Context: an optimization exercise on an open-source flow, tuned for small area, a short achievable clock period and few clock cycles per item. The choices shown serve that exercise and are no tape-out recipe.
Function was checked by simulation only, so behaviour that the tests miss may differ from the original.
Power and IR drop assume default switching activity.

[design/flow/run.sh]
#!/bin/bash
# synth_recipe.tcl (not shown) runs the flow's synth.tcl, then flattens the netlist and writes it again
# the make line also repeats each setting of config.mk as NAME=value (left out here)
make -C /OpenROAD-flow-scripts/flow DESIGN_CONFIG=/design/flow/config.mk WORK_HOME=/design/flow/orfs CLKGATE_MAP_FILE= SYNTH_SCRIPT=/design/flow/synth_recipe.tcl finish
[design/flow/config.mk]
export PLATFORM = sky130hd
export DESIGN_NAME = softened_gravity_accumulator
export DESIGN_NICKNAME = softened_gravity_accumulator
export VERILOG_FILES = /design/flow/design.v
export SDC_FILE = /design/flow/constraint.sdc
export NUM_CORES = 4
export LEC_CHECK = 0
export CAP_MARGIN = 20
export CORE_MARGIN = 2
export CORE_UTILIZATION = 40
export SLEW_MARGIN = 20
[design/flow/constraint.sdc]
create_clock -name core_clock -period 8.0 [get_ports {clk}]
set_input_delay 1.6000 -clock core_clock [delete_from_list [all_inputs] [get_ports {clk}]]
set_output_delay 1.6000 -clock core_clock [all_outputs]
set_load 0.01 [all_outputs]
[design/flow/design.v]
`default_nettype none
package sga_pkg;
  localparam int MASS_W   = 32;
  localparam int EPS_W    = 32;
  localparam int ACC_W    = 64;
  localparam int EPS_SH   = 16;
  localparam int FRAC_SH  = 48;
  typedef enum logic [8:0] {
    S_IDLE   = 9'b000000001,
    S_SQR    = 9'b000000010,
    S_ROOT   = 9'b000000100,
    S_DEN    = 9'b000001000,
    S_MULM   = 9'b000010000,
    S_SATCHK = 9'b000100000,
    S_DIV    = 9'b001000000,
    S_ACCUM  = 9'b010000000,
    S_FIN    = 9'b100000000
  } sga_state_t;
  typedef struct packed {
    logic busy;
    logic done;
    logic last;
  } sga_status_t;
endpackage
`default_nettype wire
`default_nettype none
module sga_alu #(
  parameter int W = 128
) (
  input  wire logic [W-1:0] a,
  input  wire logic [W-1:0] b,
  input  wire logic         sub,
  output logic      [W-1:0] y,
  output logic              ge
);
  logic [W:0] s;
  always_comb begin
    s  = {1'b0, a} + {1'b0, (sub ? ~b : b)} + {{W{1'b0}}, sub};
    y  = s[W-1:0];
    ge = s[W];
  end
endmodule
`default_nettype wire
`default_nettype none
import sga_pkg::*;
module sga_core #(
  parameter int CW = 32,
  parameter int SW = 64
) (
  input  wire logic                         clk,
  input  wire logic                         rst,
  input  wire logic                         start,
  input  wire logic [2:0][CW-1:0]           tgt,
  input  wire logic [2:0][CW-1:0]           src,
  input  wire logic [sga_pkg::MASS_W-1:0]   mass_in,
  input  wire logic                         first_in,
  input  wire logic                         last_in,
  input  wire logic [sga_pkg::EPS_W-1:0]    softening_sq,
  input  wire logic                         out_free,
  output sga_pkg::sga_status_t              status,
  output logic signed [SW-1:0]              sum_x,
  output logic signed [SW-1:0]              sum_y,
  output logic signed [SW-1:0]              sum_z
);
  localparam int DW    = CW + 1;
  localparam int RW0   = (2*CW + 2 > EPS_W + EPS_SH + 1) ? 2*CW + 2 : EPS_W + EPS_SH + 1;
  localparam int RW    = RW0 + 1;
  localparam int SQW   = (RW + 1) / 2;
  localparam int DENW  = RW + SQW;
  localparam int PW    = MASS_W + DW;
  localparam int NUMW  = PW + FRAC_SH;
  localparam int W     = (NUMW > DENW + 2) ? NUMW : DENW + 2;
  localparam int QW    = SW - 1;
  localparam int MPW0  = (DW > SQW) ? DW : SQW;
  localparam int MPW   = (MPW0 > MASS_W) ? MPW0 : MASS_W;
  localparam int MC0   = (MPW > QW) ? MPW : QW;
  localparam int CNTW  = $clog2(MC0 + 1);
  sga_pkg::sga_state_t          state;
  logic [CNTW-1:0]     cnt;
  logic [1:0]          axis;
  logic [2:0][DW-1:0]  ad;
  logic [2:0]          neg;
  logic [MASS_W-1:0]   mass;
  logic                last_f;
  logic [W-1:0]        acc;
  logic [W-1:0]        mcand;
  logic [MPW-1:0]      mplier;
  logic [RW-1:0]       rt;
  logic [RW-1:0]       one;
  logic [RW-1:0]       rreg;
  logic [DENW-1:0]     den;
  logic [QW-1:0]       nlo;
  logic [QW-1:0]       q;
  logic [QW-1:0]       mag;
  logic signed [SW-1:0] sums [3];
  logic [W-1:0]        alu_a, alu_b, alu_y;
  logic                alu_sub, alu_ge;
  logic [W-1:0]        mul_val;
  logic [RW-1:0]       rt_nx;
  logic [NUMW-1:0]     numw;
  logic [2:0][DW-1:0]  ad_in;
  logic [2:0]          neg_in;
  logic [DW-1:0]       ad_nxt;
  logic signed [SW-1:0] term, sum_sel, sat_val;
  logic signed [SW:0]  sum_w;
  logic signed [CW:0]  dd;
  sga_alu #(.W(W)) u_alu (
    .a(alu_a), .b(alu_b), .sub(alu_sub), .y(alu_y), .ge(alu_ge)
  );
  always_comb begin
    for (int i = 0; i < 3; i++) begin
      dd        = {src[i][CW-1], src[i]} - {tgt[i][CW-1], tgt[i]};
      neg_in[i] = dd[CW];
      ad_in[i]  = dd[CW] ? DW'(-dd) : DW'(dd);
    end
  end
  always_comb begin
    alu_a   = acc;
    alu_b   = mcand;
    alu_sub = 1'b0;
    unique case (state)
      S_ROOT: begin
        alu_b   = W'(rt | one);
        alu_sub = 1'b1;
      end
      S_SATCHK: begin
        alu_b   = W'(den);
        alu_sub = 1'b1;
      end
      S_DIV: begin
        alu_a   = {acc[W-2:0], nlo[QW-1]};
        alu_b   = W'(den);
        alu_sub = 1'b1;
      end
      default: begin
      end
    endcase
  end
  always_comb begin
    mul_val = mplier[0] ? alu_y : acc;
    rt_nx   = alu_ge ? ((rt >> 1) | one) : (rt >> 1);
    numw    = {mul_val[PW-1:0], {FRAC_SH{1'b0}}};
    ad_nxt  = (axis == 2'd0) ? ad[1] : ad[2];
  end
  always_comb begin
    term    = neg[axis] ? -(SW'(mag)) : SW'(mag);
    sum_sel = sums[axis];
    sum_w   = {sum_sel[SW-1], sum_sel} + {term[SW-1], term};
    if (sum_w[SW] != sum_w[SW-1]) begin
      sat_val = sum_w[SW] ? {1'b1, {(SW-1){1'b0}}} : {1'b0, {(SW-1){1'b1}}};
    end else begin
      sat_val = sum_w[SW-1:0];
    end
  end
  always_ff @(posedge clk) begin
    if (rst) begin
      state <= S_IDLE;
      cnt   <= '0;
      axis  <= '0;
      for (int i = 0; i < 3; i++) sums[i] <= '0;
    end else begin
      unique case (state)
        S_IDLE: begin
          if (start) begin
            ad     <= ad_in;
            neg    <= neg_in;
            mass   <= mass_in;
            last_f <= last_in;
            if (first_in) begin
              for (int i = 0; i < 3; i++) sums[i] <= '0;
            end
            acc    <= W'(softening_sq) << EPS_SH;
            mcand  <= W'(ad_in[0]);
            mplier <= MPW'(ad_in[0]);
            cnt    <= '0;
            axis   <= '0;
            state  <= S_SQR;
          end
        end
        S_SQR: begin
          acc    <= mul_val;
          mcand  <= mcand << 1;
          mplier <= mplier >> 1;
          cnt    <= cnt + 1'b1;
          if (cnt == CNTW'(DW-1)) begin
            cnt <= '0;
            if (axis == 2'd2) begin
              rreg  <= mul_val[RW-1:0];
              rt    <= '0;
              one   <= RW'(1) << (2*(SQW-1));
              state <= (mul_val[RW-1:0] == '0) ? S_FIN : S_ROOT;
            end else begin
              axis   <= axis + 1'b1;
              mcand  <= W'(ad_nxt);
              mplier <= MPW'(ad_nxt);
            end
          end
        end
        S_ROOT: begin
          if (alu_ge) acc <= alu_y;
          rt  <= rt_nx;
          one <= one >> 2;
          cnt <= cnt + 1'b1;
          if (cnt == CNTW'(SQW-1)) begin
            cnt    <= '0;
            acc    <= '0;
            mcand  <= W'(rreg);
            mplier <= MPW'(rt_nx[SQW-1:0]);
            state  <= S_DEN;
          end
        end
        S_DEN: begin
          acc    <= mul_val;
          mcand  <= mcand << 1;
          mplier <= mplier >> 1;
          cnt    <= cnt + 1'b1;
          if (cnt == CNTW'(SQW-1)) begin
            cnt    <= '0;
            den    <= mul_val[DENW-1:0];
            axis   <= '0;
            acc    <= '0;
            mcand  <= W'(ad[0]);
            mplier <= MPW'(mass);
            state  <= S_MULM;
          end
        end
        S_MULM: begin
          acc    <= mul_val;
          mcand  <= mcand << 1;
          mplier <= mplier >> 1;
          cnt    <= cnt + 1'b1;
          if (cnt == CNTW'(MASS_W-1)) begin
            cnt   <= '0;
            acc   <= W'(numw[NUMW-1:QW]);
            nlo   <= numw[QW-1:0];
            state <= S_SATCHK;
          end
        end
        S_SATCHK: begin
          if (alu_ge) begin
            mag   <= {QW{1'b1}};
            state <= S_ACCUM;
          end else begin
            q     <= '0;
            state <= S_DIV;
          end
        end
        S_DIV: begin
          acc <= alu_ge ? alu_y : alu_a;
          nlo <= nlo << 1;
          q   <= {q[QW-2:0], alu_ge};
          cnt <= cnt + 1'b1;
          if (cnt == CNTW'(QW-1)) begin
            cnt   <= '0;
            mag   <= {q[QW-2:0], alu_ge};
            state <= S_ACCUM;
          end
        end
        S_ACCUM: begin
          sums[axis] <= sat_val;
          if (axis == 2'd2) begin
            state <= S_FIN;
          end else begin
            axis   <= axis + 1'b1;
            acc    <= '0;
            mcand  <= W'(ad_nxt);
            mplier <= MPW'(mass);
            state  <= S_MULM;
          end
        end
        S_FIN: begin
          if (!last_f || out_free) state <= S_IDLE;
        end
        default: state <= S_IDLE;
      endcase
    end
  end
  always_comb begin
    status.busy = (state != S_IDLE);
    status.done = (state == S_FIN);
    status.last = last_f;
    sum_x       = sums[0];
    sum_y       = sums[1];
    sum_z       = sums[2];
  end
endmodule
`default_nettype wire
`default_nettype none
import sga_pkg::*;
module softened_gravity_accumulator #(
  parameter int COORD_WIDTH = 32,
  parameter int SUM_WIDTH   = 64
) (
  input  wire logic clk,
  input  wire logic rst,
  input  wire logic cfg_wr_en,
  input  wire logic [sga_pkg::EPS_W-1:0] cfg_wr_data,
  input  wire logic s_axis_tvalid,
  output logic      s_axis_tready,
  input  wire logic [((6*COORD_WIDTH+sga_pkg::MASS_W+7)/8)*8-1:0] s_axis_tdata,
  input  wire logic s_axis_tuser,
  input  wire logic s_axis_tlast,
  output logic      m_axis_tvalid,
  input  wire logic m_axis_tready,
  output logic [3*sga_pkg::ACC_W-1:0] m_axis_tdata
);
  localparam int CW = COORD_WIDTH;
  logic [EPS_W-1:0]       softening_sq;
  logic [2:0][CW-1:0]     tgt, src;
  logic                   out_free, start;
  sga_pkg::sga_status_t            st;
  logic signed [SUM_WIDTH-1:0] sx, sy, sz;
  always_comb begin
    for (int i = 0; i < 3; i++) begin
      tgt[i] = s_axis_tdata[i*CW +: CW];
      src[i] = s_axis_tdata[(3+i)*CW +: CW];
    end
    s_axis_tready = !st.busy;
    start         = s_axis_tvalid && s_axis_tready;
    out_free      = !m_axis_tvalid || m_axis_tready;
  end
  always_ff @(posedge clk) begin
    if (rst) begin
      softening_sq <= '0;
    end else if (cfg_wr_en) begin
      softening_sq <= cfg_wr_data;
    end
  end
  sga_core #(.CW(CW), .SW(SUM_WIDTH)) u_core (
    .clk(clk), .rst(rst), .start(start),
    .tgt(tgt), .src(src),
    .mass_in(s_axis_tdata[6*CW +: MASS_W]),
    .first_in(s_axis_tuser), .last_in(s_axis_tlast),
    .softening_sq(softening_sq), .out_free(out_free),
    .status(st), .sum_x(sx), .sum_y(sy), .sum_z(sz)
  );
  always_ff @(posedge clk) begin
    if (rst) begin
      m_axis_tvalid <= 1'b0;
    end else if (st.done && st.last && out_free) begin
      m_axis_tvalid <= 1'b1;
    end else if (m_axis_tready) begin
      m_axis_tvalid <= 1'b0;
    end
  end
  always_ff @(posedge clk) begin
    if (st.done && st.last && out_free) begin
      m_axis_tdata <= {ACC_W'(sz), ACC_W'(sy), ACC_W'(sx)};
    end
  end
endmodule
`default_nettype wire
==> results of run 1 <==
==> final timing paths <==
kind	slack [ns]	cells after the start	end
min	0.43	0	m_axis_tdata[185]
min reg2reg	0.43	0	m_axis_tdata[185]
max	0.44	19	u_core.acc[81]
max reg2reg	0.44	19	u_core.acc[81]
==> layer usage <==
| layer | track usage | part of all wire | up-vias |
|---|---|---|---|
| met5 | 0 | 0.00017 | - |
| met4 | 0.0989 | 0.041 | 6 |
| met3 | 0.0364 | 0.063 | 443 |
| met2 | 0.407 | 0.47 | 2287 |
| met1 | 0.324 | 0.42 | 29500 |
| li1 | - | - | 28000 |
==> through the flow <==
step | hold slack (ns) | setup slack, ns
after CTS | 0.436 | 0.522
after floorplan | 0.421 | -0.671
final | 0.431 | 0.442
after global placement | 0.430 | 0.752
after global routing | 0.433 | 0.00108
after detailed placement | 0.430 | 0.633
==> sequential cells by signal, summed over array words and instances, names as in the netlist, 67 cells and up, named ones only <==
name and cells:
m_axis_tdata 192, u_core.mcand 113, u_core.rt 67, u_core.acc 113, u_core.sums 256, u_core.rreg 67
u_core.ad 99, u_core.den 101
==> final cells by class <==
type	count	share of cell area
tap	2511	0.0353
multi-input combinational	5337	0.396
clock buffer	177	0.0428
clock inverter	78	0.0111
sequential	1304	0.434
inverter	296	0.0125
antenna	4	0.000112
timing repair buffer	629	0.0684
==> power groups by stage <==
| stage | registers [mW] | logic [mW] | clock network, mW |
|---|---|---|---|
| after floorplan | 8.19 | 2.93 | 0 |
| after global placement | 8.28 | 4.42 | 0 |
| after detailed placement | 8.28 | 4.45 | 0 |
| after CTS | 8.14 | 4.47 | 6.84 |
| after global routing | 8.17 | 4.89 | 7.11 |
| final | 8.15 | 4.53 | 6.73 |
==> cell usage after synthesis (all sizes together) (18+ instances only) <==
library cell	n	share of area
a211o	19	0.0022
a211oi	50	0.0054
a21o	150	0.015
a21oi	562	0.037
a221o	35	0.0046
a221oi	89	0.010
a222oi	18	0.0024
a22o	51	0.0059
a22oi	81	0.0080
a31oi	69	0.0059
and2	212	0.017
and3	38	0.0031
buf	71	0.0046
clkbuf	325	0.016
dfxtp	52	0.014
edfxtp	1252	0.49
ha	284	0.047
inv	294	0.014
mux2	49	0.0072
mux2i	85	0.011
mux4	64	0.019
nand2	800	0.039
nand2b	120	0.0099
nand3	103	0.0069
nand4	92	0.0075
nor2	783	0.039
nor2b	58	0.0048
nor3	104	0.0074
nor4	47	0.0045
o2111ai	23	0.0026
o211a	40	0.0052
o211ai	52	0.0052
o21a	50	0.0049
o21ai	375	0.025
o21bai	63	0.0063
o31ai	53	0.0055
or2	20	0.0016
or3	46	0.0038
or4	25	0.0026
xnor2	230	0.026
xor2	142	0.016
==> worst max-delay path, cell delays in order, from the launching register on <==
cell	delay, ns
dfxtp_1	0.35
or4_1	0.75
nor3_4	0.33
buf_12	0.39
buf_4	0.45
o21ai_0	0.17
o211a_1	0.15
ha_1	0.43
nand2_1	0.20
o21ai_0	0.28
a21oi_1	0.24
a2111oi_0	0.45
o311ai_0	0.25
o21ai_2	0.36
nand3_1	0.19
a211oi_2	0.62
nor2_1	0.24
buf_4	0.23
a21oi_4	0.58
buf_12	0.28
==> cells in the final DEF, fill, tap and decap left out, types with 67 or more instances in the layout <==
cell	n
and2_1	210
nor3_1	94
clkdlybuf4s50_1	454
nand2b_1	119
xnor2_1	230
a22oi_1	81
nor2_1	750
a21o_1	150
edfxtp_1	1252
xor2_1	142
nand3_1	96
a21oi_1	549
ha_1	283
mux2i_1	85
nand4_1	92
inv_1	291
a31oi_1	67
buf_4	154
clkbuf_16	146
nand2_1	795
a221oi_1	86
o21ai_0	354
==> cells by family after synthesis <==
kind of cell               Yosys count  share of synthesized area
and+or+nand+nor                   2523                      0.157
AOI/OAI and AO/OA                 1952                      0.173
DFF                               1304                      0.507
buffers and inverters              692                     0.0352
xor gates and xnor gates           372                     0.0427
adders and majority gates          292                     0.0483
muxes                              198                     0.0373
==> results_dict.tcl, run 1 <==
set metrics [dict create \
    status "complete, no violations" \
    crit_path_end_kind "flip-flop" \
    insertion_delay_ns 0.83 \
    fin_tns_setup_ns 0 \
    worstPathMaxFanout 128 \
    finalCriticalPeriod_ns 7.56 \
    die_w_um 441 \
    critPathLaunch "u_core.state[8]" \
    cts_hold_buffers 0 \
    synth.distinct_cells 119 \
    synthArstFlopShare 0 \
    antenna_found_initial 10 \
    cts_tree "yes" \
    period_share 0.945 \
    multi_input_area_sq_um 35200 \
    p_seq_frac 0.420 \
    comb_power_share 0.233 \
    seq_area_sq_um 38600 \
    place.port_buffers 456 \
    grt_first_pass_wirelength_um 366000 \
    ios 457 \
    total_power_mw 19.4 \
    dp_hpwl_um 180000 \
    ys_seq_area_frac 0.507 \
    wirelength_um 245000 \
    start_util 0.402 \
    vias_per_cell 5.83 \
    drc 0 \
    nets 8263 \
    drive_gt1_frac 0.0846 \
    ys.flop_type "edfxtp_1" \
    synth_edf_count 1252 \
    clockRootBuffer "clkbuf_16" \
    dpl_cell_area_sq_um 84200 \
    grt_max_degree 139 \
    core_area_sq_um 190000 \
    dp_cells 10100 \
    area_delta_synth_final_pct 16.7 \
    fmax_mhz 132 \
    grt_pass1_vias 58700 \
    dr.pass1.iters 7 \
    r2r-start "u_core.state[8]" \
    hold_viol 0 \
    synth_warnings 3 \
    synth.net_count 7885 \
    switching_share 0.310 \
    drt-initial-drc-count 5630 \
    setup_viol 0 \
    arrival_ns 8.05 \
    drv_cap 0 \
    p_clk_frac 0.347 \
    groute.usage.overall 0.246 \
    place_congestion 0.966 \
    critical_path_required_ns 8.49 \
    htree_num_levels 4 \
    p_per_area_nw_per_um2 218 \
    grt.overflow.total 0 \
    die_h_um 441 \
    synthesis.area_sq_um 76300 \
    avgRoutedWirePerCell_um 23.7 \
    synth.avg_cell_area_sq_um 10.4 \
    final_util 0.469 \
    clock_sinks 1304 \
    cts-resized-gates 0 \
    clk_path_buf_depth 3 \
    die_area_sq_um 194000 \
    skew_ns 0.0615 \
    hp-class "flip-flop to flip-flop" \
    leakagePower_nw 32.9 \
    via_count 60200 \
    slew_headroom 0.240 \
    rsz0062_at_grt "false" \
    numCtsBuffers 143 \
    slew_violations 0 \
    clk_pin_slew_ns 0.06 \
    fillerInstances 17600 \
    stdcell_area_sq_um 89000 \
    final_cell_count_no_fill 10300 \
    internal_power_mw 13.4 \
    rows 160 \
    antenna_left 0 \
    netSwitchingPower_mw 6.01 \
    post_cts_buffers 0 \
    worstSetupPathType "flip-flop to flip-flop" \
    hold_path.startpoint "u_core.sums[2][57]" \
    peakVddDrop_mv 0.226 \
    synth_seq_cells 1304 \
    crit_path_start_kind "flip-flop" \
    worstMarginPinSlew_ns 1.13 \
    synth_cells 7333 \
]
Testbench counts, summed over its fixed seeds: cycles 883,208, items 1,920.
==> run 2, diff against run 1 <==
--- a/design/flow/config.mk
+++ b/design/flow/config.mk
@@ -10,2 +10,3 @@
 export CORE_UTILIZATION = 40
+export SETUP_SLACK_MARGIN = 2
 export SLEW_MARGIN = 20
==> run 2 against run 1 <==
  * Still clean on timing, DRC and antenna
  * Clock skew increased by 0.0049 ns
  * Count of clock-buffer cells in the layout is 3 lower
  * Synthesized cell count unchanged
  * Sequential share of layout area is 2.5 points lower
  * Cell count rose by 1.9%
  * Critical endpoint is now u_core.sums[1][47]
==> results_dict.tcl, run 2 <==
set metrics [dict create \
    synth_seq_cells 1304 \
    worstPathMaxFanout 6 \
    avgRoutedWirePerCell_um 25.3 \
    clk_pin_slew_ns 0.06 \
    grt.overflow.total 0 \
    total_power_mw 19.9 \
    die_w_um 441 \
    regToRegSetupSlack_ns 1.76 \
    rows 160 \
    ios 457 \
    leakagePower_nw 34.7 \
    fmax_mhz 160 \
    synth_compound_area_frac 0.173 \
    clk_path_buf_depth 3 \
    synth_top_cell_area_share 0.493 \
    grt_first_pass_wirelength_um 386000 \
    netSwitchingPower_mw 6.41 \
    critPathLaunch "u_core.mag[4]" \
    die_h_um 441 \
    synth.net_count 7885 \
    synth_common_cells "edfxtp_1 (1252), nand2_1 (800), nor2_1 (756)" \
    hold_viol 0 \
    cts_tree "yes" \
    cp_slowest_stage_delay_ns 0.51 \
    clockRootBuffer "clkbuf_16" \
    layout_common_cells "edfxtp_1 (1252), nand2_1 (781), nor2_1 (612)" \
    grt_max_degree 145 \
    place.port_buffers 456 \
    rsz0062_at_grt "true" \
    synth_area_leaders "edfxtp_1 (49%), ha_1 (4.7%), nand2_1 (3.9%)" \
    drc 0 \
    synth-adder-area-share 0.0483 \
    setup_viol 0 \
    grt_pass1_vias 60100 \
    drive_gt1_frac 0.157 \
    synthArstFlopShare 0 \
    internal_power_mw 13.5 \
    vias_per_cell 5.93 \
    slew_headroom 0.203 \
    nets 8450 \
    die_area_sq_um 194000 \
    arrival_ns 6.81 \
    dp_hpwl_um 179000 \
    ff2ff_path_depth 28 \
    synth.distinct_cells 119 \
    skew_ns 0.0664 \
    finalCriticalPeriod_ns 6.24 \
    synth_largest_area_cell "edfxtp_1" \
    whs_ns 0.444 \
    peakVddDrop_mv 0.254 \
    drt-initial-drc-count 6833 \
    ys_seq_area_frac 0.507 \
    status "complete, no violations" \
    synthSimpleGateAreaFrac 0.157 \
    crit_path_end "u_core.sums[1][47]" \
    path_delay_family "simple AND/OR/NAND/NOR gates" \
    area_delta_synth_final_pct 24.0 \
    worstMarginPinSlew_ns 1.19 \
    hp-class "flip-flop to flip-flop" \
    start_util 0.402 \
    largest_reg_flops 256 \
    timing.rr.end "u_core.sums[1][47]" \
    slew_violations 0 \
    switching_share 0.322 \
    via_count 62400 \
    groute.usage.overall 0.263 \
    critical_path_required_ns 8.57 \
    drv_cap 0 \
    fin_tns_setup_ns 0 \
    worst-path-buf-inv 6 \
    ys.flop_type "edfxtp_1" \
    crit_path_end_kind "flip-flop" \
    comb_power_share 0.263 \
    synth_edf_count 1252 \
    core_area_sq_um 190000 \
    cts_hold_buffers 0 \
    worstSetupPathType "flip-flop to flip-flop" \
    layout_commonest_cell "edfxtp_1" \
    regMostFlops "u_core.sums" \
    crit_path_start_kind "flip-flop" \
    synth_xor_area_frac 0.0427 \
    period_share 0.780 \
    synth_cells 7333 \
    synth_top_family_by_area "compound AO/OA/AOI/OAI gates" \
    synthesis.area_sq_um 76300 \
    antenna_found_initial 6 \
    place_congestion 0.954 \
    numCtsBuffers 142 \
    largestRegisters "u_core.sums x256, m_axis_tdata x192" \
    dr.pass1.iters 5 \
    p_per_area_nw_per_um2 210 \
    insertion_delay_ns 0.84 \
    worst-path-stages 28 \
    muxShareOfSynthArea 0.0373 \
    crit_top_cell "a21o_1" \
    wirelength_um 267000 \
    r2r-start "u_core.mag[4]" \
    p_clk_frac 0.327 \
    htree_num_levels 4 \
    clock_sinks 1304 \
    synth_most_common_cell "edfxtp_1" \
    antenna_left 0 \
    cp_slowest_cell "or4_4" \
    synth_warnings 3 \
    p_seq_frac 0.410 \
    synth.avg_cell_area_sq_um 10.4 \
]
## run 2: cell counts after synthesis
Identical to the previous run, type by type.
## run 2: worst reg2reg max path: cells and delay by family (launching register included)
family | cells | cell delay, ns
flops | 1 | 0.41
simple gates | 12 | 2.74
xor+xnor | 1 | 0.21
buf+inv | 6 | 0.84
compound gates | 8 | 1.45
fa+ha+maj | 1 | 0.33
## run 2: worst min path at each step
stage,startpoint,endpoint,slack [ns],cells past startpoint
2_1_floorplan,u_core.sums[2][0],m_axis_tdata[128],0.42,0
3_3_place_gp,u_core.sums[1][63],m_axis_tdata[127],0.43,0
3_5_place_dp,u_core.sums[0][20],m_axis_tdata[20],0.43,0
4_1_cts,u_core.sums[0][20],m_axis_tdata[20],0.44,0
5_1_grt,u_core.sums[0][20],m_axis_tdata[20],0.46,0
6_report,u_core.sums[0][20],m_axis_tdata[20],0.44,0
## run 2: layout make-up
type	instances	area, sq um
multi-input combinational	5344	38000
fill	17000	95200
clock inverter	84	876
antenna	5	12.5
tap	2511	3140
sequential	1304	38700
clock buffer	174	3720
timing repair buffer	810	8990
inverter	296	1120
## run 2: per-layer routing
| layer | global-route usage | part of all wire |
|---|---|---|
| met4 | 0.118 | 0.049 |
| met2 | 0.434 | 0.47 |
| met3 | 0.0367 | 0.070 |
| met1 | 0.342 | 0.41 |
| met5 | 0 | 0.00013 |
## run 2: metrics by stage
step / util / setup WS [ns] / area (sq um) / std cells
2_1_floorplan: - / 1.39 / 76600 / 7333
3_3_place_gp: 0.443 / 0.876 / 84100 / 10000
3_5_place_dp: 0.443 / 0.724 / 84100 / 10000
4_1_cts: 0.486 / 1.71 / 92200 / 10400
5_1_grt: 0.498 / 1.54 / 94500 / 10500
6_report: 0.498 / 1.76 / 94500 / 10500
## run 2: cells by family (layout without fill, tap and decap cells)
group | Yosys count | in the layout
compound gates | 1952 | 1953
xor+xnor | 372 | 372
fa+ha+maj | 292 | 292
buf+inv | 692 | 1364
flops | 1304 | 1304
mux | 198 | 198
other cells | 0 | 5
simple gates | 2523 | 2529
## run 2: power by group through the flow
stage | sequential (mW) | combinational [mW] | clock, mW
after floorplan | 8.19 | 2.96 | 0
after global placement | 8.28 | 4.38 | 0
after detailed placement | 8.28 | 4.41 | 0
after CTS | 8.14 | 4.81 | 6.62
after global routing | 8.17 | 5.57 | 6.87
final | 8.15 | 5.23 | 6.51
## run 2: what timing repair did
action / CTS / global route
setup buffers: 101 / 72
gates resized for setup: 360 / 383
gates cloned: 38 / 10
setup endpoints to repair: 677 / 673
pin swaps: 180 / 144
==> run 3, diff against run 2 <==
--- a/design/flow/design.v
+++ b/design/flow/design.v
@@ -184,3 +184,3 @@
           cnt    <= cnt + 1'b1;
-          if (cnt == CNTW'(DW-1)) begin
+          if (cnt == CNTW'(DW-1) || (mplier >> 1) == '0) begin
             cnt <= '0;
@@ -216,3 +216,3 @@
           cnt    <= cnt + 1'b1;
-          if (cnt == CNTW'(SQW-1)) begin
+          if (cnt == CNTW'(SQW-1) || (mplier >> 1) == '0) begin
             cnt    <= '0;
@@ -231,3 +231,3 @@
           cnt    <= cnt + 1'b1;
-          if (cnt == CNTW'(MASS_W-1)) begin
+          if (cnt == CNTW'(MASS_W-1) || (mplier >> 1) == '0) begin
             cnt   <= '0;
==> run 3 against run 2 <==
  * Power is 2.3% lower
  * Fmax is 3.2% higher
  * Global-route usage is 1.5 points lower
  * Flip-flop and latch count stayed put
  * Area after synthesis is 3.5% lower
  * Combinational power is 14% lower
  * Sequential power hardly changed
  * Worst hold slack worse by 0.0031 ns
  * Non-clock buffer count is 61 lower
  * Via count is 7.0% lower
  * Clock skew is 0.015 ns lower
==> results_dict.tcl, run 3 <==
set metrics [dict create \
    start_util 0.402 \
    min_path_cells 0 \
    worstPathMaxFanout 9 \
    worstPathCellList "or4_4 > nor3_4 > buf_12 > buf_12 > nand2_1 > nand2_1 > ha_4 > a21oi_1 > o21ai_0 > a21oi_2 > a21oi_1 > a211o_1 > buf_4 > a21boi_2 > and2_2 > xnor2_1 > mux2_4 > a2111oi_4 > buf_4 > nand4_1 > or4_4 > nor4_4 > buf_4 > o22ai_1" \
    place_congestion 0.933 \
    slew_headroom 0.214 \
    antenna_left 0 \
    period_share 0.756 \
    dp_cells 9633 \
    core_area_sq_um 183000 \
    critical_path_required_ns 8.68 \
    insertion_delay_ns 0.83 \
    setup_viol 0 \
    htree_num_levels 4 \
    grt_pass1_vias 56200 \
    synth_common_cells "edfxtp_1 (1252), nor2_1 (817), nand2_1 (759)" \
    antenna_found_initial 7 \
    cts_tree "yes" \
    vias_per_cell 5.77 \
    nets 8031 \
    synth_most_common_cell "edfxtp_1" \
    layout_common_cells "edfxtp_1 (1252), nor2_1 (798), nand2_1 (738)" \
    hold_viol 0 \
    regToRegSetupSlack_ns 1.95 \
    layout_commonest_cell "edfxtp_1" \
    synth_area_leaders "edfxtp_1 (51%), ha_1 (4.8%), nor2_1 (4.2%)" \
    p_clk_frac 0.348 \
    grt_max_degree 136 \
    clk_pin_slew_ns 0.07 \
    netSwitchingPower_mw 5.99 \
    ff2ff_path_depth 24 \
    multi_input_area_sq_um 34900 \
    p_per_area_nw_per_um2 216 \
    synth_top_cell_area_share 0.511 \
    cp_slowest_stage_delay_ns 0.60 \
    ys_seq_area_frac 0.525 \
    p_seq_frac 0.420 \
    synth_edf_count 1252 \
    fillerInstances 16500 \
    fin_tns_setup_ns 0 \
    die_h_um 433 \
    synth_largest_area_cell "edfxtp_1" \
    clock_sinks 1304 \
    worstSetupPathType "flip-flop to flip-flop" \
    largest_reg_flops 256 \
    groute.usage.overall 0.247 \
    drc 0 \
    die_w_um 433 \
    finalCriticalPeriod_ns 6.05 \
    comb_power_share 0.232 \
    synthesis.area_sq_um 73600 \
    final_cell_count_no_fill 10100 \
    slew_violations 0 \
    rows 157 \
    synth.net_count 7483 \
    arrival_ns 6.72 \
    crit_path_end_kind "flip-flop" \
    rsz0062_at_grt "true" \
    largestRegisters "u_core.sums x256, m_axis_tdata x192" \
    synth.avg_cell_area_sq_um 10.6 \
    drive_gt1_frac 0.139 \
    clk_path_buf_depth 3 \
    hp-class "flip-flop to flip-flop" \
    synth_seq_cells 1304 \
    peakVddDrop_mv 0.192 \
    avgRoutedWirePerCell_um 24.0 \
    die_area_sq_um 187000 \
    status "complete, no violations" \
    drv_cap 0 \
    synth.distinct_cells 94 \
    skew_ns 0.0513 \
    area_delta_synth_final_pct 22.5 \
    drt-initial-drc-count 6062 \
    seq_area_sq_um 38700 \
    via_count 58100 \
    synthArstFlopShare 0 \
    grt_first_pass_wirelength_um 354000 \
    grt.overflow.total 0 \
    cp_slowest_cell "or4_4" \
    worstMarginPinSlew_ns 1.18 \
    crit_top_cell "buf_4" \
    synth_warnings 3 \
    regMostFlops "u_core.sums" \
    synth_cells 6931 \
    fmax_mhz 165 \
    ys.flop_type "edfxtp_1" \
    leakagePower_nw 33.5 \
    place.port_buffers 456 \
    numCtsBuffers 149 \
    clockRootBuffer "clkbuf_16" \
    crit_path_start_kind "flip-flop" \
    dp_hpwl_um 166000 \
    ios 457 \
    dr.pass1.iters 8 \
    wirelength_um 242000 \
    internal_power_mw 13.4 \
    switching_share 0.308 \
]
## run 3: cell count changes after synthesis, sizes merged, moves of 29 or more
cell and change:
inv -46, a21oi -44, o21ai -43, nand2 -41, o211a -38, nor2 +34
o211ai -33, a31oi -31, o221a +31, buf -29
## run 3: logic make-up (layout without fill, tap and decap cells)
logic type	count (synthesis)	in the layout	share of synthesized area
other	0	5	0
buffers and inverters	610	1271	0.0313
AO/OA/AOI/OAI	1689	1689	0.152
adder cells (fa/ha/maj)	289	289	0.0497
XOR/XNOR	397	397	0.0473
multiplexers	229	229	0.0432
AND/OR/NAND/NOR	2413	2420	0.151
flip-flops	1304	1304	0.525
## run 3: layout make-up
class                      instances  share of cell area
antenna                            5            0.000139
clock buffer                     185              0.0433
clock inverter                    86             0.00987
inverter                         249              0.0106
multi-input combinational       5024               0.388
sequential                      1304               0.429
tap                             2464              0.0342
timing repair buffer             749              0.0846
timing repair inverter             2            0.000139
## run 3: through the flow
step           hold WS (ns)  instance area (sq um)  total power [mW]  utilization  setup WS (ns)
6_report              0.441                  90100              19.4        0.493           1.95
3_3_place_gp          0.425                  81600              12.4        0.446          0.362
5_1_grt               0.448                  90100              20.2        0.493           1.82
2_1_floorplan         0.421                  74000              10.9            -          0.581
3_5_place_dp          0.429                  81600              12.4        0.446          0.231
4_1_cts               0.443                  88000              19.2        0.481           1.86
## run 3: repair_timing
item                       CTS  global route
resized for setup          202           272
setup endpoints to repair  724           679
buffers inserted            48            86
pin swaps                   32            83
gates cloned                15            10
hold buffers                 0             0
## run 3: final timing paths
check | from | endpoint
max | u_core.state[0] | u_core.state[2]
min | u_core.sums[1][34] | m_axis_tdata[98]
max reg2reg | u_core.state[0] | u_core.state[2]
min reg2reg | u_core.sums[1][34] | m_axis_tdata[98]
## run 3: per-layer routing
layer,vias up,routed length [um],GRT usage
li1,26800,-,-
met1,28700,100000,0.324
met2,2200,118000,0.422
met3,401,16200,0.0343
met4,2,7600,0.0767
met5,-,13,0
## run 3: worst max-delay path, delay by kind of cell, from the launching register on
kind / cells / cell delay (ns)
AOI/OAI and AO/OA: 8 / 1.64
xor gates and xnor gates: 1 / 0.11
DFF: 1 / 0.39
buffers and inverters: 5 / 0.95
and+or+nand+nor: 8 / 2.16
adders and majority gates: 1 / 0.26
muxes: 1 / 0.35
## run 3: power groups by stage
stage	logic (mW)	clock network [mW]	registers (mW)
floorplan	2.73	0	8.21
finish	4.51	6.76	8.17
global placement	4.05	0	8.30
global route	4.85	7.12	8.19
CTS	4.23	6.85	8.16
detailed placement	4.08	0	8.30
Testbench counts of run 3, summed over its fixed seeds: cycles 732,450, items 1,920.
==> run 4, diff against run 3 <==
--- a/design/flow/design.v
+++ b/design/flow/design.v
@@ -144,2 +144,21 @@
   end
+  logic [14:0]  anz, dnz8;
+  logic [16:0]  dsf;
+  logic         k8;
+  logic [119:0] accx, denx;
+  always_comb begin
+    accx = 120'(acc);
+    denx = 120'(den);
+    for (int j = 0; j < 15; j++) begin
+      anz[j]  = |accx[8*j +: 8];
+      dnz8[j] = |denx[8*j +: 8];
+    end
+    dsf[16] = 1'b0;
+    dsf[15] = 1'b0;
+    for (int j = 14; j >= 0; j--) dsf[j] = dsf[j+1] | dnz8[j];
+    k8 = dsf[1] && (q == '0) && (cnt < CNTW'(QW - 8));
+    for (int j = 0; j < 15; j++) begin
+      if (anz[j] && !dsf[j+2]) k8 = 1'b0;
+    end
+  end
   always_comb begin
@@ -248,10 +267,16 @@
         S_DIV: begin
-          acc <= alu_ge ? alu_y : alu_a;
-          nlo <= nlo << 1;
-          q   <= {q[QW-2:0], alu_ge};
-          cnt <= cnt + 1'b1;
-          if (cnt == CNTW'(QW-1)) begin
-            cnt   <= '0;
-            mag   <= {q[QW-2:0], alu_ge};
-            state <= S_ACCUM;
+          if (k8) begin
+            acc <= {acc[W-9:0], nlo[QW-1 -: 8]};
+            nlo <= nlo << 8;
+            cnt <= cnt + CNTW'(8);
+          end else begin
+            acc <= alu_ge ? alu_y : alu_a;
+            nlo <= nlo << 1;
+            q   <= {q[QW-2:0], alu_ge};
+            cnt <= cnt + 1'b1;
+            if (cnt == CNTW'(QW-1)) begin
+              cnt   <= '0;
+              mag   <= {q[QW-2:0], alu_ge};
+              state <= S_ACCUM;
+            end
           end
==> run 4 against run 3 <==
  * Combinational power up 140%
  * Global-route usage up 2.0 points
  * Synthesized cell count up 4.7%
==> results_dict.tcl, run 4 <==
set metrics [dict create \
    grt_pass1_vias 59000 \
    drive_gt1_frac 0.140 \
    wirelength_um 273000 \
    avgRoutedWirePerCell_um 26.1 \
    antenna_found_initial 9 \
    place_congestion 1.02 \
    fin_tns_setup_ns 0 \
    regMostFlops "u_core.sums" \
    grt_first_pass_wirelength_um 389000 \
    largest_reg_flops 256 \
    leakagePower_nw 34.5 \
    synth_common_cells "edfxtp_1 (1253), nand2_1 (826), nor2_1 (712)" \
    clk_path_buf_depth 3 \
    final_cell_count_no_fill 10500 \
    synth_cells 7256 \
    worst-path-buf-inv 4 \
    cts_tree "yes" \
    area_delta_synth_final_pct 23.0 \
    ys.flop_type "edfxtp_1" \
    synth_seq_cells 1305 \
    layout_common_cells "edfxtp_1 (1253), nand2_1 (812), nor2_1 (660)" \
    clk_pin_slew_ns 0.06 \
    synthesis.area_sq_um 75800 \
    ios 457 \
    die_w_um 439 \
    largestRegisters "u_core.sums x256, m_axis_tdata x192" \
    vias_per_cell 6.01 \
    drv_cap 0 \
    numCtsBuffers 143 \
    cp_slowest_stage_delay_ns 0.42 \
    stdcell_area_sq_um 93200 \
    synthArstFlopShare 0 \
    final_util 0.496 \
    synth_largest_area_cell "edfxtp_1" \
    skew_ns 0.0811 \
    path_delay_family "simple AND/OR/NAND/NOR gates" \
    hold_viol 0 \
    synth.distinct_cells 114 \
    worstSetupPathType "flip-flop to flip-flop" \
    antenna_left 0 \
    fmax_mhz 163 \
    core_area_sq_um 188000 \
    fillerInstances 17000 \
    ys_seq_area_frac 0.510 \
    status "complete, no violations" \
    grt_max_degree 146 \
    synth_top_cell_area_share 0.497 \
    finalCriticalPeriod_ns 6.12 \
    hp-class "flip-flop to flip-flop" \
    peakVddDrop_mv 0.160 \
    dr.pass1.iters 8 \
    critical_path_required_ns 8.75 \
    clockRootBuffer "clkbuf_16" \
    slew_violations 0 \
    synth.net_count 7809 \
    synth_edf_count 1253 \
    cp_slowest_cell "or3b_4" \
    period_share 0.765 \
    synth_area_leaders "edfxtp_1 (50%), ha_1 (4.7%), nand2_1 (4.1%)" \
    worstMarginPinSlew_ns 1.29 \
    dp_hpwl_um 194000 \
    nets 8405 \
    setup_viol 0 \
    p_per_area_nw_per_um2 284 \
    slew_headroom 0.131 \
    crit_path_end_kind "flip-flop" \
    groute.usage.overall 0.267 \
    grt.overflow.total 0 \
    start_util 0.403 \
    synth_warnings 3 \
    insertion_delay_ns 0.85 \
    dp_cells 9998 \
    synth_most_common_cell "edfxtp_1" \
    worstPathMaxFanout 7 \
    die_area_sq_um 193000 \
    synth.avg_cell_area_sq_um 10.4 \
    crit_path_start_kind "flip-flop" \
    arrival_ns 6.87 \
    rsz0062_at_grt "true" \
    clock_sinks 1305 \
    layout_commonest_cell "edfxtp_1" \
    setup_ws_ns 1.88 \
    place.port_buffers 456 \
    die_h_um 439 \
    dpl_cell_area_sq_um 83800 \
    rows 159 \
    worstPathCellList "or3b_4 > nor2_4 > clkinv_4 > nand2_8 > buf_12 > nor2_1 > a221o_1 > fa_2 > nor2b_2 > o31a_1 > buf_4 > o2111ai_4 > a21oi_4 > o21ai_2 > o21ai_2 > xor2_2 > mux2_4 > or2_2 > a211o_1 > nor4_1 > nand4_1 > buf_4 > or3_1 > a21oi_2" \
    drt-initial-drc-count 7260 \
    drc 0 \
    via_count 62900 \
    post-place-ws_ns 0.866 \
    htree_num_levels 4 \
    cts_hold_buffers 0 \
]
-- run 4: cell types whose count changed in the layout (fill, tap and decap cells not counted), sizes merged, moves of 17 or more --
cell    previous run  this run
nand2            761       829
and2             195       212
a222oi            24        41
mux2              65        37
buf              284       343
a22oi             86        38
nor4              38       106
o221a             35         1
mux2i            100       145
o211ai            19        52
o21ai            332       525
inv              256       236
nor2             817       714
o211a              2        41
-- run 4: worst register-to-register path, stage by stage (launching register included) --
cell and delay, ns:
dfxtp_4 0.40, or3b_4 0.42, nor2_4 0.24, clkinv_4 0.16, nand2_8 0.15, buf_12 0.18, nor2_1 0.06, a221o_1 0.33
fa_2 0.39, nor2b_2 0.14, o31a_1 0.23, buf_4 0.17, o2111ai_4 0.21, a21oi_4 0.31, o21ai_2 0.14, o21ai_2 0.17
xor2_2 0.16, mux2_4 0.38, or2_2 0.31, a211o_1 0.27, nor4_1 0.24, nand4_1 0.25, buf_4 0.24, or3_1 0.37
a21oi_2 0.13
-- run 4: cell type report --
class	count	area [sq um]	area share
flip-flops and latches	1305	38700	0.415
diodes	1	2.50	0.0000268
repair buffers	818	8480	0.0910
inverters	234	887	0.00952
clock buffers	182	3770	0.0404
well taps	2495	3120	0.0335
clock inverters	74	972	0.0104
multi-input cells	5350	37300	0.400
-- run 4: per-layer routing --
metal | global-route usage | share of wire | routed length [um]
met1 | 0.357 | 0.41 | 111000
met2 | 0.435 | 0.47 | 128000
met3 | 0.0411 | 0.081 | 22000
met4 | 0.104 | 0.043 | 11800
met5 | 0 | 0.00015 | 40
-- run 4: logic make-up after synthesis --
kind of cell,after synthesis,share of synthesized area
and+or+nand+nor,2459,0.152
DFF,1305,0.510
xor gates and xnor gates,392,0.0454
AOI/OAI and AO/OA,1952,0.168
buffers and inverters,608,0.0310
adders and majority gates,294,0.0489
muxes,246,0.0438
-- run 4: what timing repair did --
action                     CTS  global route
resized for setup          176           374
setup buffers               56           111
pin swaps                   39           120
cloned                      12            23
setup endpoints to repair  678           640
-- run 4: path summary, 6_finish.rpt --
path | startpoint | endpoint | slack [ns] | cells past startpoint
setup / recovery | u_core.state[2] | u_core.state[8] | 1.88 | 24
hold / removal | u_core.sums[2][16] | m_axis_tdata[144] | 0.43 | 0
setup reg to reg | u_core.state[2] | u_core.state[8] | 1.88 | 24
hold reg to reg | u_core.sums[2][16] | m_axis_tdata[144] | 0.43 | 0
-- run 4: power breakdown --
group          internal, mW  switching [mW]
Sequential             8.55           0.570
Combinational          3.85            6.82
Clock                  3.78            2.93
-- run 4: metrics by stage --
stage                     hold WS, ns  power, mW
after global placement          0.428       18.2
after detailed placement        0.433       18.3
after CTS                       0.443       25.4
after floorplan                 0.421       14.9
after global routing            0.442       27.5
final                           0.434       26.5
Testbench counts of run 4, summed over its fixed seeds: cycles 529,079, items 1,920.
==> run 5, diff against run 4 <==
--- a/design/flow/config.mk
+++ b/design/flow/config.mk
@@ -10,3 +10,3 @@
 export CORE_UTILIZATION = 40
-export SETUP_SLACK_MARGIN = 2
+export SETUP_SLACK_MARGIN = 3
 export SLEW_MARGIN = 20
==> run 5 against run 4 <==
  * Non-clock buffer count increased by 555
  * Sequential power is essentially flat
  * Cell count increased by 5.4%
  * Design area up 13%
  * Combinational power grew 35%
  * Via count rose by 6.5%
  * Worst setup slack improved by 0.16 ns
  * Power grew 14%
  * Synthesized cell count unchanged
  * Wire length grew 9.5%
  * Flip-flop and latch count stayed put
  * Largest power group unchanged
  * Die area is the same
  * Highest routed layer unchanged
==> results_dict.tcl, run 5 <==
set metrics [dict create \
    status "complete, no violations" \
    largest_reg_flops 256 \
    switching_share 0.396 \
    fin_tns_setup_ns 0 \
    slew_headroom 0.258 \
    timing.rr.end "u_core.state[8]" \
    slew_violations 0 \
    ios 457 \
    synth_edf_count 1253 \
    hp-class "flip-flop to flip-flop" \
    grt_pass1_vias 63500 \
    r2r-start "u_core.state[2]" \
    synthArstFlopShare 0 \
    dp_hpwl_um 194000 \
    cts_tree "yes" \
    critical_path_required_ns 8.76 \
    internal_power_mw 18.3 \
    fillerInstances 15500 \
    regToRegSetupSlack_ns 2.04 \
    synth.net_count 7809 \
    comb_power_share 0.475 \
    setup_viol 0 \
    worstMarginPinSlew_ns 1.10 \
    layout_common_cells "edfxtp_1 (1253), nand2_1 (774), buf_4 (491)" \
    insertion_delay_ns 0.86 \
    leakagePower_nw 39.3 \
    die_w_um 439 \
    netSwitchingPower_mw 12.0 \
    core_area_sq_um 188000 \
    peakVddDrop_mv 0.183 \
    grt_max_degree 146 \
    drc 0 \
    clockRootBuffer "clkbuf_16" \
    place_congestion 1.02 \
    p_per_area_nw_per_um2 286 \
    grt_first_pass_wirelength_um 424000 \
    avgRoutedWirePerCell_um 27.1 \
    start_util 0.403 \
    drt-initial-drc-count 8037 \
    antenna_found_initial 12 \
    layout_commonest_cell "edfxtp_1" \
    largestRegisters "u_core.sums x256, m_axis_tdata x192" \
    cts_hold_buffers 0 \
    rows 159 \
    ys.flop_type "edfxtp_1" \
    antenna_left 0 \
    final_cell_count_no_fill 11000 \
    hold_viol 0 \
    hold_path.startpoint "u_core.sums[2][16]" \
    die_area_sq_um 193000 \
    synth_cells 7256 \
    htree_num_levels 4 \
    ys_seq_area_frac 0.510 \
    p_seq_frac 0.302 \
    synth_warnings 3 \
    min_path_cells 0 \
    synth_top_cell_area_share 0.497 \
    clock_sinks 1305 \
    p_clk_frac 0.223 \
    synth_largest_area_cell "edfxtp_1" \
    die_h_um 439 \
    fmax_mhz 168 \
    vias_per_cell 6.08 \
    synth.distinct_cells 114 \
    groute.usage.overall 0.294 \
    crit_path_end_kind "flip-flop" \
    dr.pass1.iters 9 \
    worstPathMaxFanout 5 \
    drv_cap 0 \
    synth_common_cells "edfxtp_1 (1253), nand2_1 (826), nor2_1 (712)" \
    synth_area_leaders "edfxtp_1 (50%), ha_1 (4.7%), nand2_1 (4.1%)" \
    wirelength_um 299000 \
    numCtsBuffers 143 \
    synth_most_common_cell "edfxtp_1" \
    final_util 0.562 \
    synth.avg_cell_area_sq_um 10.4 \
    nets 8964 \
    clk_path_buf_depth 3 \
    period_share 0.745 \
    post-place-ws_ns 0.866 \
    via_count 67000 \
    dp_cells 9998 \
    holdPathEnd "m_axis_tdata[144]" \
    clk_pin_slew_ns 0.06 \
    regMostFlops "u_core.sums" \
    ff2ff_path_depth 25 \
    synthesis.area_sq_um 75800 \
    setup_ws_ns 2.04 \
    worstSetupPathType "flip-flop to flip-flop" \
    whs_ns 0.430 \
    finalCriticalPeriod_ns 5.96 \
    skew_ns 0.0762 \
    rsz0062_at_grt "true" \
    grt.overflow.total 0 \
    arrival_ns 6.72 \
    drive_gt1_frac 0.280 \
    synth_seq_cells 1305 \
    crit_path_start_kind "flip-flop" \
    place.port_buffers 456 \
    area_delta_synth_final_pct 39.4 \
]
## run 5: cell counts after synthesis
Identical to the previous run, type by type.
## run 5: metal layers
metal  vias to the layer above  part of all wire  routed length, um  track usage
met3                       949             0.091              27200       0.0573
met4                         6             0.062              18600        0.145
met1                     32800              0.39             116000        0.378
met5                         -           0.00014                 41            0
li1                      29500                 -                  -            -
met2                      3728              0.46             137000        0.473
## run 5: logic make-up after synthesis
logic type      after synthesis  synth area share
mux                         246            0.0438
compound gates             1952             0.168
buf+inv                     608            0.0310
fa+ha+maj                   294            0.0489
flops                      1305             0.510
xor+xnor                    392            0.0454
simple gates               2459             0.152
## run 5: through the flow
stage / power (mW) / instance area (sq um)
finish: 30.2 / 106000
global route: 31.2 / 106000
CTS: 28.3 / 101000
detailed placement: 18.3 / 83800
global placement: 18.2 / 83800
floorplan: 14.9 / 76100
## run 5: final cells by class
| type | instances | area [sq um] | area share |
|---|---|---|---|
| sequential | 1305 | 38700 | 0.366 |
| tap | 2495 | 3120 | 0.0295 |
| timing repair buffer | 1373 | 15800 | 0.150 |
| antenna | 6 | 15.0 | 0.000142 |
| clock inverter | 74 | 972 | 0.00920 |
| multi-input combinational | 5353 | 42400 | 0.401 |
| timing repair inverter | 1 | 7.51 | 0.0000711 |
| inverter | 234 | 907 | 0.00859 |
| clock buffer | 182 | 3770 | 0.0356 |
## run 5: power by group through the flow
| stage | sequential, mW | clock [mW] | combinational [mW] |
|---|---|---|---|
| 2_1_floorplan | 8.97 | 0 | 5.96 |
| 6_report | 9.14 | 6.73 | 14.4 |
| 3_3_place_gp | 9.22 | 0 | 9.02 |
| 3_5_place_dp | 9.22 | 0 | 9.09 |
| 4_1_cts | 9.10 | 6.80 | 12.4 |
| 5_1_grt | 9.17 | 7.05 | 15.0 |
## run 5: worst max path at each step
| stage | start | to | slack (ns) | depth (start not counted) |
|---|---|---|---|---|
| after global routing | u_core.mag[2] | u_core.sums[3][37] | 1.92 | 30 |
| after global placement | u_core.mag[2] | u_core.sums[0][50] | 0.88 | 31 |
| after floorplan | u_core.state[0] | u_core.acc[0] | 0.59 | 21 |
| final | u_core.state[2] | u_core.state[8] | 2.04 | 25 |
| after CTS | u_core.mag[2] | u_core.sums[2][0] | 2.23 | 28 |
| after detailed placement | u_core.mag[2] | u_core.sums[0][48] | 0.87 | 26 |
## run 5: worst max-delay path, cell delays in order, from the launching register on
cell	delay (ns)
dfxtp_4	0.38
or3b_4	0.40
nor2_4	0.17
clkinv_4	0.15
nand2_8	0.12
buf_12	0.15
nor2_4	0.03
a221o_1	0.33
inv_2	0.10
ha_4	0.20
nand4_1	0.12
buf_4	0.17
nor3_4	0.06
mux2i_4	0.30
and2_1	0.28
a211oi_2	0.12
or4_1	0.49
a31oi_2	0.43
nand4_1	0.21
nor4_4	0.34
nand4_1	0.16
nor4_2	0.22
nand4_1	0.23
buf_4	0.24
or3_1	0.30
a21oi_1	0.13
## run 5: timing repair
item | 4_1_cts | 5_1_grt
pin swaps | 425 | 347
resized for setup | 1359 | 788
endpoints found under the setup margin | 974 | 876
gates cloned | 103 | 11
buffers inserted | 459 | 188
==> run 6, diff against run 5 <==
--- a/design/flow/design.v
+++ b/design/flow/design.v
@@ -163,2 +163,8 @@
   end
+  logic         rskip;
+  logic [7:0]   rzero;
+  always_comb begin
+    for (int j = 0; j < 8; j++) rzero[j] = ((acc >> (2*SQW - 8 - 8*j)) == '0);
+    rskip = (rt == '0) && (cnt[1:0] == 2'd0) && (cnt <= CNTW'(SQW - 5)) && rzero[cnt[4:2]];
+  end
   always_comb begin
@@ -217,3 +223,6 @@
         end
-        S_ROOT: begin
+        S_ROOT: if (rskip) begin
+          one <= one >> 8;
+          cnt <= cnt + CNTW'(4);
+        end else begin
           if (alu_ge) acc <= alu_y;
--- a/design/flow/config.mk
+++ b/design/flow/config.mk
@@ -10,3 +10,3 @@
 export CORE_UTILIZATION = 40
-export SETUP_SLACK_MARGIN = 3
+export SETUP_SLACK_MARGIN = 2
 export SLEW_MARGIN = 20
==> run 6 against run 5 <==
  * Clock skew is 0.026 ns lower
  * Register-to-register slack better by 0.03 ns
  * Fmax is 0.46% higher
  * Cell count is 3.5% lower
  * Global-route usage is 0.74 points lower
  * First-iteration DRC count is 12% lower
  * Clock power is 4.0% higher
  * Critical endpoint is now u_core.acc[23]
  * Largest cell class is now sequential cells
  * Highest routed layer unchanged
==> results_dict.tcl, run 6 <==
set metrics [dict create \
    grt_max_degree 128 \
    grt.overflow.total 0 \
    drive_gt1_frac 0.128 \
    area_delta_synth_final_pct 21.5 \
    worstMarginPinSlew_ns 1.32 \
    p_clk_frac 0.238 \
    clk_path_buf_depth 3 \
    place.port_buffers 456 \
    dp_hpwl_um 210000 \
    htree_num_levels 4 \
    internal_power_mw 17.1 \
    netSwitchingPower_mw 12.2 \
    fmax_mhz 169 \
    clk_pin_slew_ns 0.07 \
    layout_common_cells "edfxtp_1 (1253), nand2_1 (848), nor2_1 (714)" \
    whs_ns 0.441 \
    synth.net_count 8020 \
    leakagePower_nw 34.2 \
    arrival_ns 6.54 \
    critical_path_required_ns 8.61 \
    largest_reg_flops 256 \
    place_congestion 1.00 \
    synthesis.area_sq_um 77200 \
    comb_power_share 0.441 \
    ys.flop_type "edfxtp_1" \
    slew_violations 0 \
    drc 0 \
    synth_common_cells "edfxtp_1 (1253), nand2_1 (864), nor2_1 (749)" \
    stdcell_area_sq_um 93800 \
    synth.avg_cell_area_sq_um 10.3 \
    peakVddDrop_mv 0.185 \
    skew_ns 0.0507 \
    die_area_sq_um 197000 \
    synth_cells 7463 \
    slew_headroom 0.110 \
    status "complete, no violations" \
    dr.pass1.iters 8 \
    finalCriticalPeriod_ns 5.93 \
    avgRoutedWirePerCell_um 27.7 \
    regMostFlops "u_core.sums" \
    worstSetupPathType "flip-flop to flip-flop" \
    synth_warnings 3 \
    total_power_mw 29.4 \
    p_per_area_nw_per_um2 313 \
    core_area_sq_um 192000 \
    nets 8544 \
    drt-initial-drc-count 7086 \
    fin_tns_setup_ns 0 \
    synthArstFlopShare 0 \
    drv_cap 0 \
    insertion_delay_ns 0.85 \
    numCtsBuffers 150 \
    wirelength_um 295000 \
    cp_slowest_stage_delay_ns 0.61 \
    synth_seq_cells 1305 \
    vias_per_cell 6.17 \
    synth_largest_area_cell "edfxtp_1" \
    groute.usage.overall 0.286 \
    switching_share 0.416 \
    setup_viol 0 \
    rows 161 \
    fillerInstances 17500 \
    synth_most_common_cell "edfxtp_1" \
    antenna_found_initial 15 \
    crit_path_start_kind "flip-flop" \
    cp_slowest_cell "o21ai_0" \
    cts_tree "yes" \
    synth_edf_count 1253 \
    clock_sinks 1305 \
    synth_top_cell_area_share 0.487 \
    start_util 0.402 \
    period_share 0.742 \
    via_count 65700 \
    crit_path_end_kind "flip-flop" \
    dpl_cell_area_sq_um 85300 \
    layout_commonest_cell "edfxtp_1" \
    ios 457 \
    synth_area_leaders "edfxtp_1 (49%), ha_1 (4.7%), nand2_1 (4.2%)" \
    hold_viol 0 \
    die_w_um 443 \
    synth.distinct_cells 109 \
    worstPathCellList "nor3_4 > nand2_4 > nor3_4 > buf_4 > buf_12 > buf_8 > a221o_1 > inv_1 > ha_1 > a21oi_1 > o211ai_1 > a221o_2 > o211ai_4 > nand2_2 > xnor2_1 > o21ai_0 > a221o_1 > a21oi_1 > o221ai_1 > o21a_1" \
    ys_seq_area_frac 0.501 \
    p_seq_frac 0.321 \
    grt_pass1_vias 63300 \
    grt_first_pass_wirelength_um 424000 \
    worstPathMaxFanout 23 \
    die_h_um 443 \
    cts_hold_buffers 0 \
    rsz0062_at_grt "true" \
    antenna_left 0 \
    largestRegisters "u_core.sums x256, m_axis_tdata x192" \
    clockRootBuffer "clkbuf_16" \
    hp-class "flip-flop to flip-flop" \
]
-- run 6: cell types whose count changed after synthesis, sizes merged, moves of 14 or more --
cell | previous run | this run
a21oi | 526 | 553
and2 | 211 | 135
or2 | 37 | 22
xor2 | 142 | 171
or4 | 13 | 27
o21ai | 525 | 495
nor2 | 713 | 751
nand2 | 828 | 865
a221oi | 112 | 130
mux2 | 37 | 71
and3 | 34 | 82
nand2b | 106 | 128
o31ai | 31 | 45
o21bai | 36 | 53
-- run 6: metal layers --
layer	GRT usage	share of wire
met1	0.372	0.40
met2	0.459	0.46
met3	0.0542	0.081
met4	0.139	0.053
met5	0	0.00099
-- run 6: critical path: cells and delay by family (launching register included) --
family / cells / cell delay (ns)
AOI/OAI and AO/OA: 10 / 3.07
and+or+nand+nor: 4 / 0.80
buffers and inverters: 4 / 0.66
xor gates and xnor gates: 1 / 0.56
DFF: 1 / 0.36
adders and majority gates: 1 / 0.18
-- run 6: path summary, 6_finish.rpt --
| check | slack [ns] | end | startpoint | cells after the start |
|---|---|---|---|---|
| worst max-delay path | 2.07 | u_core.acc[23] | u_core.state[3] | 20 |
| worst min-delay path | 0.44 | m_axis_tdata[76] | u_core.sums[1][12] | 0 |
| worst max register to register | 2.07 | u_core.acc[23] | u_core.state[3] | 20 |
| worst min register to register | 0.44 | m_axis_tdata[76] | u_core.sums[1][12] | 0 |
-- run 6: metrics by stage --
step | worst slack [ns] | instances | utilization
floorplan | 0.888 | 7463 | -
global placement | 0.745 | 10200 | 0.444
detailed placement | 0.569 | 10200 | 0.444
CTS | 1.98 | 10600 | 0.477
global route | 1.93 | 10600 | 0.488
finish | 2.07 | 10600 | 0.488
-- run 6: layout make-up --
| type | count | area [sq um] | share of cell area |
|---|---|---|---|
| diodes | 7 | 17.5 | 0.000187 |
| clock buffers | 178 | 3900 | 0.0416 |
| clock inverters | 95 | 1070 | 0.0114 |
| inverters | 225 | 853 | 0.00910 |
| multi-input cells | 5559 | 38500 | 0.410 |
| flip-flops and latches | 1305 | 38700 | 0.412 |
| well taps | 2526 | 3160 | 0.0337 |
| repair buffers | 746 | 7610 | 0.0811 |
-- run 6: power by group through the flow --
| stage | logic, mW | clock network (mW) | registers [mW] |
|---|---|---|---|
| floorplan | 7.33 | 0 | 9.22 |
| detailed placement | 11.5 | 0 | 9.52 |
| CTS | 11.9 | 7.09 | 9.39 |
| global route | 13.7 | 7.35 | 9.45 |
| finish | 13.0 | 7.00 | 9.42 |
| global placement | 11.4 | 0 | 9.51 |
-- run 6: cell families (layout without fill, tap and decap cells) --
| kind of cell | count (synthesis) | after routing | synth area share |
|---|---|---|---|
| AND/OR/NAND/NOR | 2562 | 2566 | 0.155 |
| AO/OA/AOI/OAI | 1992 | 1992 | 0.170 |
| flip-flops | 1305 | 1305 | 0.501 |
| buffers and inverters | 603 | 1244 | 0.0299 |
| XOR/XNOR | 408 | 408 | 0.0464 |
| adder cells (fa/ha/maj) | 302 | 302 | 0.0492 |
| multiplexers | 291 | 291 | 0.0493 |
| other | 0 | 7 | 0 |
-- run 6: timing repair --
action / in CTS / in global routing
cloned: 12 / 13
resized for setup: 173 / 288
pin swaps: 35 / 84
buffers inserted: 30 / 68
endpoints found under the setup margin: 676 / 626
Testbench counts of run 6, summed over its fixed seeds: cycles 519,551, items 1,920.

[static timing again, ports no longer ideal]
In the flow no input, the clock included, has a driving cell. The finished layouts below were timed again as built, in two steps. Step 1 sets driving cells, clkbuf_16 on the clock port and buf_2 on the other inputs (assumed; they add their load-dependent delay and slew). Step 2 adds t to the input delays and takes it off the output delays; t is the mean of the earliest and latest rising clock arrival at the registers after step 1. Input paths then give back, and output paths get back, about the clock's delay inside the block. Slacks: no drivers / after step 1 / after step 2; pairs: no drivers / after step 1.
run | t (ns) | setup slack, ns | cell pins on the clock port's net
run 1 | 0.887 | 0.442 / 0.442 / 0.442 | 1
run 2 | 0.896 | 1.759 / 1.759 / 1.225 | 1
run 3 | 0.889 | 1.951 / 1.951 / 1.266 | 1
run 4 | 0.900 | 1.878 / 1.878 / 1.347 | 1
run 5 | 0.912 | 2.040 / 2.040 / 2.040 | 1
run 6 | 0.909 | 2.068 / 2.068 / 1.456 | 1
After both steps every run listed still meets setup and hold. For run 3, which loses most, drivers alone change the setup slack by 0.000 ns; drivers and shift together by -0.685 ns.
